From an optimization exercise on the open Yosys and OpenROAD flow, aimed at small area, a short achievable clock period and few clock cycles per item; shortcuts taken in it are not production practice.
RTL that was checked went through simulation tests only; none was proved equivalent to the original.
Power is estimated from default activity; no workload was simulated.

Design game_step, start of the top module:
module game_step #(
    parameter int N_BULLETS = 5,
    parameter int N_ENEMIES = 5,
    parameter int N_DIVERS  = 5
) (
    input  logic                    i_clk,
    input  logic                    i_rstn,
    input  logic                    i_start,
    input  logic [2:0]              i_act,
    input  logic [31:0]             i_player,
    input  logic [18*N_BULLETS-1:0] i_bullets,
    input  logic [18*N_ENEMIES-1:0] i_enemies,
    input  logic [18*N_DIVERS-1:0]  i_divers,
    input  logic [31:0]             i_score,
    output logic [31:0]             o_player,
    output logic [18*N_BULLETS-1:0] o_bullets,
    output logic [18*N_ENEMIES-1:0] o_enemies,
    output logic [18*N_DIVERS-1:0]  o_divers,
    output logic [31:0]             o_score,
    output logic                    o_done,
    output logic                    o_valid
);
    logic                    lose;
  ...
Size: about 4500 cells after synthesis, ~370 flip-flops, about 680 I/O pins.
export LEC_CHECK = 0
export CAP_MARGIN = 20
export CORE_MARGIN = 2
export CORE_UTILIZATION = 40
export SLEW_MARGIN = 20
create_clock -name core_clock -period 25.0 [get_ports {i_clk}]
standard.sh (not shown) runs the stock make flow with config.mk's settings and CLKGATE_MAP_FILE= SYNTH_SCRIPT=/design/flow/synth_recipe.tcl, a recipe that flattens the netlist after the stock synthesis.
==> flow/flow/run.sh <==
#!/bin/bash
# Layout flow: the standard ORFS flow (standard.sh, with the standard flow's synthesis
# script) with these changes:
#  - synthesis leaves adders to ABC (no half/full adder extraction), so ABC
#    can restructure the arithmetic; registers are untouched
#  - every port still gets its own buffer, a plain buf_2 instead of the
#    default delay-cell buffer
set -euo pipefail
MARGIN=$(cat flow/margin.txt 2>/dev/null || echo 0)
bash standard.sh ADDER_MAP_FILE= synth > flow_synth.log 2>&1
bash standard.sh ADDER_MAP_FILE= "BUFFER_PORTS_ARGS=-buffer_cell sky130_fd_sc_hd__buf_2" \
    SETUP_SLACK_MARGIN=$MARGIN finish > flow_finish.log 2>&1
test -f out/final.def
==> flow/flow/margin.txt <==
15
The starting point completed without violations.
Then changed:
==> flow/flow/run.sh (replaced) <==
#!/bin/bash
# Layout flow: the standard ORFS flow (standard.sh, with the standard flow's synthesis
# script) with these changes:
#  - synthesis leaves adders to ABC (no half/full adder extraction), and ABC
#    maps for area (flow/abc_area_map.script in place of ORFS's
#    abc_speed.script, in a copy of ORFS's scripts folder used for synthesis
#    only); registers are untouched
#  - every port still gets its own buffer, a plain buf_2 instead of the
#    default delay-cell buffer
set -euo pipefail
MARGIN=$(cat flow/margin.txt 2>/dev/null || echo 0)
rm -rf synth_scripts
cp -r "$FLOW_HOME/scripts" synth_scripts
cp flow/abc_area_map.script synth_scripts/abc_speed.script
bash standard.sh ADDER_MAP_FILE= SCRIPTS_DIR="$PWD/synth_scripts" synth > flow_synth.log 2>&1
bash standard.sh ADDER_MAP_FILE= "BUFFER_PORTS_ARGS=-buffer_cell sky130_fd_sc_hd__buf_2" \
    SETUP_SLACK_MARGIN=$MARGIN finish > flow_finish.log 2>&1
test -f out/final.def
==> flow/flow/abc_area_map.script (new file) <==
strash
dch -f
map -a
topo
==> flow/flow/margin.txt (replaced) <==
12
Final cell count rises by about a fifth.
Via count rises by a few percent.
Synthesized cell count rises by about a fifth.
Critical path depth rises by 15.
Wire length falls by a few percent.
Cell area falls slightly.
Utilization rises by 1.3 points.
Then changed:
==> flow/flow/margin.txt (replaced) <==
15
=> The new run passed the timing, DRC and antenna checks. Register-to-register slack stays flat. Wire length rose slightly. Worst setup slack gets better by 1.7 ns. Utilization is about the same. Maximum frequency grows by about a fifth. Power falls by a few percent. Clock-buffer cell count falls by 7. Final cell count barely changes. Via count increases slightly.
Function was not checked in any run of this note: the RTL went through the layout flow alone.

* * *

Starting RTL as in the previous note.
Design game_step, start of the top module:
module game_step #(
    parameter int N_BULLETS = 5,
    parameter int N_ENEMIES = 5,
    parameter int N_DIVERS  = 5
) (
    input  logic                    i_clk,
    input  logic                    i_rstn,
    input  logic                    i_start,
    input  logic [2:0]              i_act,
    input  logic [31:0]             i_player,
    input  logic [18*N_BULLETS-1:0] i_bullets,
    input  logic [18*N_ENEMIES-1:0] i_enemies,
    input  logic [18*N_DIVERS-1:0]  i_divers,
    input  logic [31:0]             i_score,
    output logic [31:0]             o_player,
    output logic [18*N_BULLETS-1:0] o_bullets,
    output logic [18*N_ENEMIES-1:0] o_enemies,
    output logic [18*N_DIVERS-1:0]  o_divers,
    output logic [31:0]             o_score,
    output logic                    o_done,
    output logic                    o_valid
);
    logic                    lose;
    logic [31:0]             moved_player;
    logic [N_BULLETS-1:0]    bullet_active;
    logic [N_BULLETS-1:0]    shot_sel;
    logic [17:0]             shot;
    logic [18*N_BULLETS-1:0] moved_bullets;
    logic [18*N_ENEMIES-1:0] moved_enemies;
    logic [18*N_DIVERS-1:0]  moved_divers;
    step_control step_control_i (
        .i_clk   (i_clk),
  ...
==> flow/config.mk <==
export PLATFORM = sky130hd
export DESIGN_NAME = game_step
export DESIGN_NICKNAME = game_step
export VERILOG_FILES = /design/flow/design.v
export SDC_FILE = /design/flow/constraint.sdc
export NUM_CORES = 4
export LEC_CHECK = 0
export CAP_MARGIN = 20
export CORE_MARGIN = 2
export CORE_UTILIZATION = 40
export SLEW_MARGIN = 20
==> flow/constraint.sdc <==
create_clock -name core_clock -period 25.0 [get_ports {i_clk}]
set_input_delay 5.0000 -clock core_clock [delete_from_list [all_inputs] [get_ports {i_clk}]]
set_output_delay 5.0000 -clock core_clock [all_outputs]
set_load 0.01 [all_outputs]
==> flow/flow/run.sh <==
#!/bin/bash
# Layout flow: the standard ORFS flow (standard.sh, with the standard flow's synthesis
# script) with these changes:
#  - synthesis leaves adders to ABC (no half/full adder extraction), so ABC
#    can restructure the arithmetic; registers are untouched
#  - every port still gets its own buffer, a plain buf_2 instead of the
#    default delay-cell buffer
set -euo pipefail
MARGIN=$(cat flow/margin.txt 2>/dev/null || echo 0)
bash standard.sh ADDER_MAP_FILE= synth > flow_synth.log 2>&1
bash standard.sh ADDER_MAP_FILE= "BUFFER_PORTS_ARGS=-buffer_cell sky130_fd_sc_hd__buf_2" \
    SETUP_SLACK_MARGIN=$MARGIN finish > flow_finish.log 2>&1
test -f out/final.def
==> flow/flow/margin.txt <==
16
Change:
--- a/flow/flow/run.sh
+++ b/flow/flow/run.sh
@@ -4,2 +4,4 @@
-#  - synthesis leaves adders to ABC (no half/full adder extraction), so ABC
-#    can restructure the arithmetic; registers are untouched
+#  - synthesis leaves adders to ABC (no half/full adder extraction), and ABC
+#    maps for area (flow/abc_area_map.script in place of ORFS's
+#    abc_speed.script, in a copy of ORFS's scripts folder used for synthesis
+#    only); registers are untouched
@@ -10 +12,4 @@
-bash standard.sh ADDER_MAP_FILE= synth > flow_synth.log 2>&1
+rm -rf synth_scripts
+cp -r "$FLOW_HOME/scripts" synth_scripts
+cp flow/abc_area_map.script synth_scripts/abc_speed.script
+bash standard.sh ADDER_MAP_FILE= SCRIPTS_DIR="$PWD/synth_scripts" synth > flow_synth.log 2>&1
==> flow/flow/abc_area_map.script (new file) <==
strash
dch -f
amap
topo
==> flow/flow/margin.txt (replaced) <==
15.5
Result: The changed run finished with timing, DRC and antenna clean; sequential power is about the same; area after synthesis is lower by roughly a tenth; cell area fell by a few percent; count of clock-buffer cells in the layout drops by 5; hold slack improves by 0.015 ns.
Change:
==> flow/flow/abc_area_map.script (replaced) <==
strash
dch -f
map -a
topo
==> flow/flow/margin.txt (replaced) <==
17
Effect: Die area grows by 8.7%; setup slack is better by 0.32 ns; clock skew stays the same; final area is higher by 17%; total power rises by 6.2%; count of clock-buffer cells in the layout came out lower by 2; non-clock buffer count rises by 124.
Change:
==> flow/flow/margin.txt (replaced) <==
16
What happened: Power drops by a few percent; routed wire length falls by a few percent; fmax came out higher slightly; worst hold slack improves by 0.015 ns.
No run of this note included a check of the RTL's function; only the layout flow was run.

* * *

## job 101
Another version of the RTL of game_step (not shown whole).
For scale: roughly 4,500 cells after synthesis, roughly 0.029 mm^2 of cells after synthesis.
export LEC_CHECK = 0
export CAP_MARGIN = 0
export CORE_MARGIN = 2
export CORE_UTILIZATION = 40
export CTS_CLUSTER_DIAMETER = 100
export CTS_CLUSTER_SIZE = 30
export SLEW_MARGIN = 0
create_clock -name core_clock -period 25.0 [get_ports {i_clk}]
==> flow/flow/run.sh <==
#!/bin/bash
# Layout flow: the standard ORFS flow (standard.sh, with the standard flow's synthesis
# script) with these changes:
#  - synthesis leaves adders to ABC (no half/full adder extraction), and ABC
#    maps for area (flow/abc_area_map.script in place of ORFS's
#    abc_speed.script, in a copy of ORFS's scripts folder used for synthesis
#    only); registers are untouched
#  - every port still gets its own buffer, a plain buf_2 instead of the
#    default delay-cell buffer
set -euo pipefail
MARGIN=$(cat flow/margin.txt 2>/dev/null || echo 0)
rm -rf synth_scripts
cp -r "$FLOW_HOME/scripts" synth_scripts
cp flow/abc_area_map.script synth_scripts/abc_speed.script
bash standard.sh ADDER_MAP_FILE= SCRIPTS_DIR="$PWD/synth_scripts" synth > flow_synth.log 2>&1
bash standard.sh ADDER_MAP_FILE= "BUFFER_PORTS_ARGS=-buffer_cell sky130_fd_sc_hd__buf_2" \
    SETUP_SLACK_MARGIN=$MARGIN finish > flow_finish.log 2>&1
test -f out/final.def
==> flow/flow/abc_area_map.script <==
strash
dch -f
amap
topo
==> flow/flow/margin.txt <==
16
The final layout from job 101, which completed every stage, passed the timing, DRC and antenna checks at the end of the flow.
Testbench counts of job 101, summed over its fixed seeds: cycles 48,000, steps 24,000.
Relative to job 101, the following input files were edited for job 102:
Settings: clearing CTS_CLUSTER_DIAMETER, which used to be 100; clearing CTS_CLUSTER_SIZE, which used to be 30.
[summary]
Both conditions hold for job 102: the flow ran to the end and the final layout passed the timing, DRC and antenna checks.
Internal power of the cells ended up about 25% higher on job 102 than on job 101.
Core util | job 102 vs job 101 | job 102 higher
When the final numbers for job 102 and job 101 were put side by side, the met3 wire length turned out to be smaller in job 102.
[job 102] buffers plus inverters on the worst setup path rose 3 relative to job 101
Looking only at path length in cells of the critical path, and setting everything else aside, the higher value of job 102 and job 101 goes to job 102.
The total chip power reported for job 102 is greater than that of job 101 by about 16%.
--- input diff job 102..job 103 ---
Settings: CTS_CLUSTER_DIAMETER: unset -> 100; CTS_CLUSTER_SIZE: unset -> 20.
==> flow/flow/margin.txt <==
16.5
### Flow results
Re hold violation total from the final report: no difference whatsoever between job 103 and job 102. Summary of the comparison: data-path buffer share of cell area in the final layout is higher in job 103, relative to job 102. The relative area change from synthesis to final layout in job 103 sits 1.4 points above the value recorded for job 102. Compared with job 102, job 103 shows a lower routed wire length. Flip-flop and latch share of the layout cell area delta for job 103 relative to job 102: 0.22 points lower. Against job 102, job 103 comes in 0.81 points lower on fraction of met1 tracks used by global routing. Job 103 vs. job 102: switching power total went down; maximum frequency from static timing analysis went down; number of nets at the end of the flow went up.

[static timing again, ports no longer ideal]
In the flow no input, the clock included, has a driving cell. The finished layouts below were timed again as built, in two steps.
Step 1 (the two cells are an assumption about what drives the block):
set clk [get_ports {i_clk}]
set_driving_cell -lib_cell sky130_fd_sc_hd__clkbuf_16 $clk
set_driving_cell -lib_cell sky130_fd_sc_hd__buf_2 [delete_from_list [all_inputs] $clk]
Step 2 also shifts input and output timing later by t, the mid clock arrival at the registers, as if the neighbouring blocks saw the same clock.
a / b / c = ideal / step 1 / step 2; a / b = the first two.
run	shift t [ns]	setup WS [ns]	latest minus earliest clock arrival (ns)
the first run of note 1	0.671	15.307 / 15.235 / 14.849	0.033 / 0.033
the second run of note 1	0.676	13.698 / 13.624 / 13.818	0.036 / 0.036
the third run of note 1	0.674	15.356 / 15.281 / 14.841	0.041 / 0.040
the first run of note 2	0.674	15.378 / 15.302 / 15.526	0.037 / 0.037
the second run of note 2	0.664	15.205 / 15.133 / 15.131	0.040 / 0.040
the third run of note 2	0.687	15.523 / 15.454 / 16.141	0.040 / 0.040
the fourth run of note 2	0.685	15.657 / 15.584 / 15.468	0.044 / 0.044
job 101	0.673	15.459 / 15.385 / 15.508	0.054 / 0.055
job 102	0.663	15.512 / 15.443 / 15.521	0.033 / 0.034
job 103	0.689	15.387 / 15.319 / 15.791	0.027 / 0.027
After both steps every run listed still meets setup and hold. The setup slack of the third run of note 1, which loses most, moves by -0.075 ns with the drivers and by -0.515 ns with both steps.
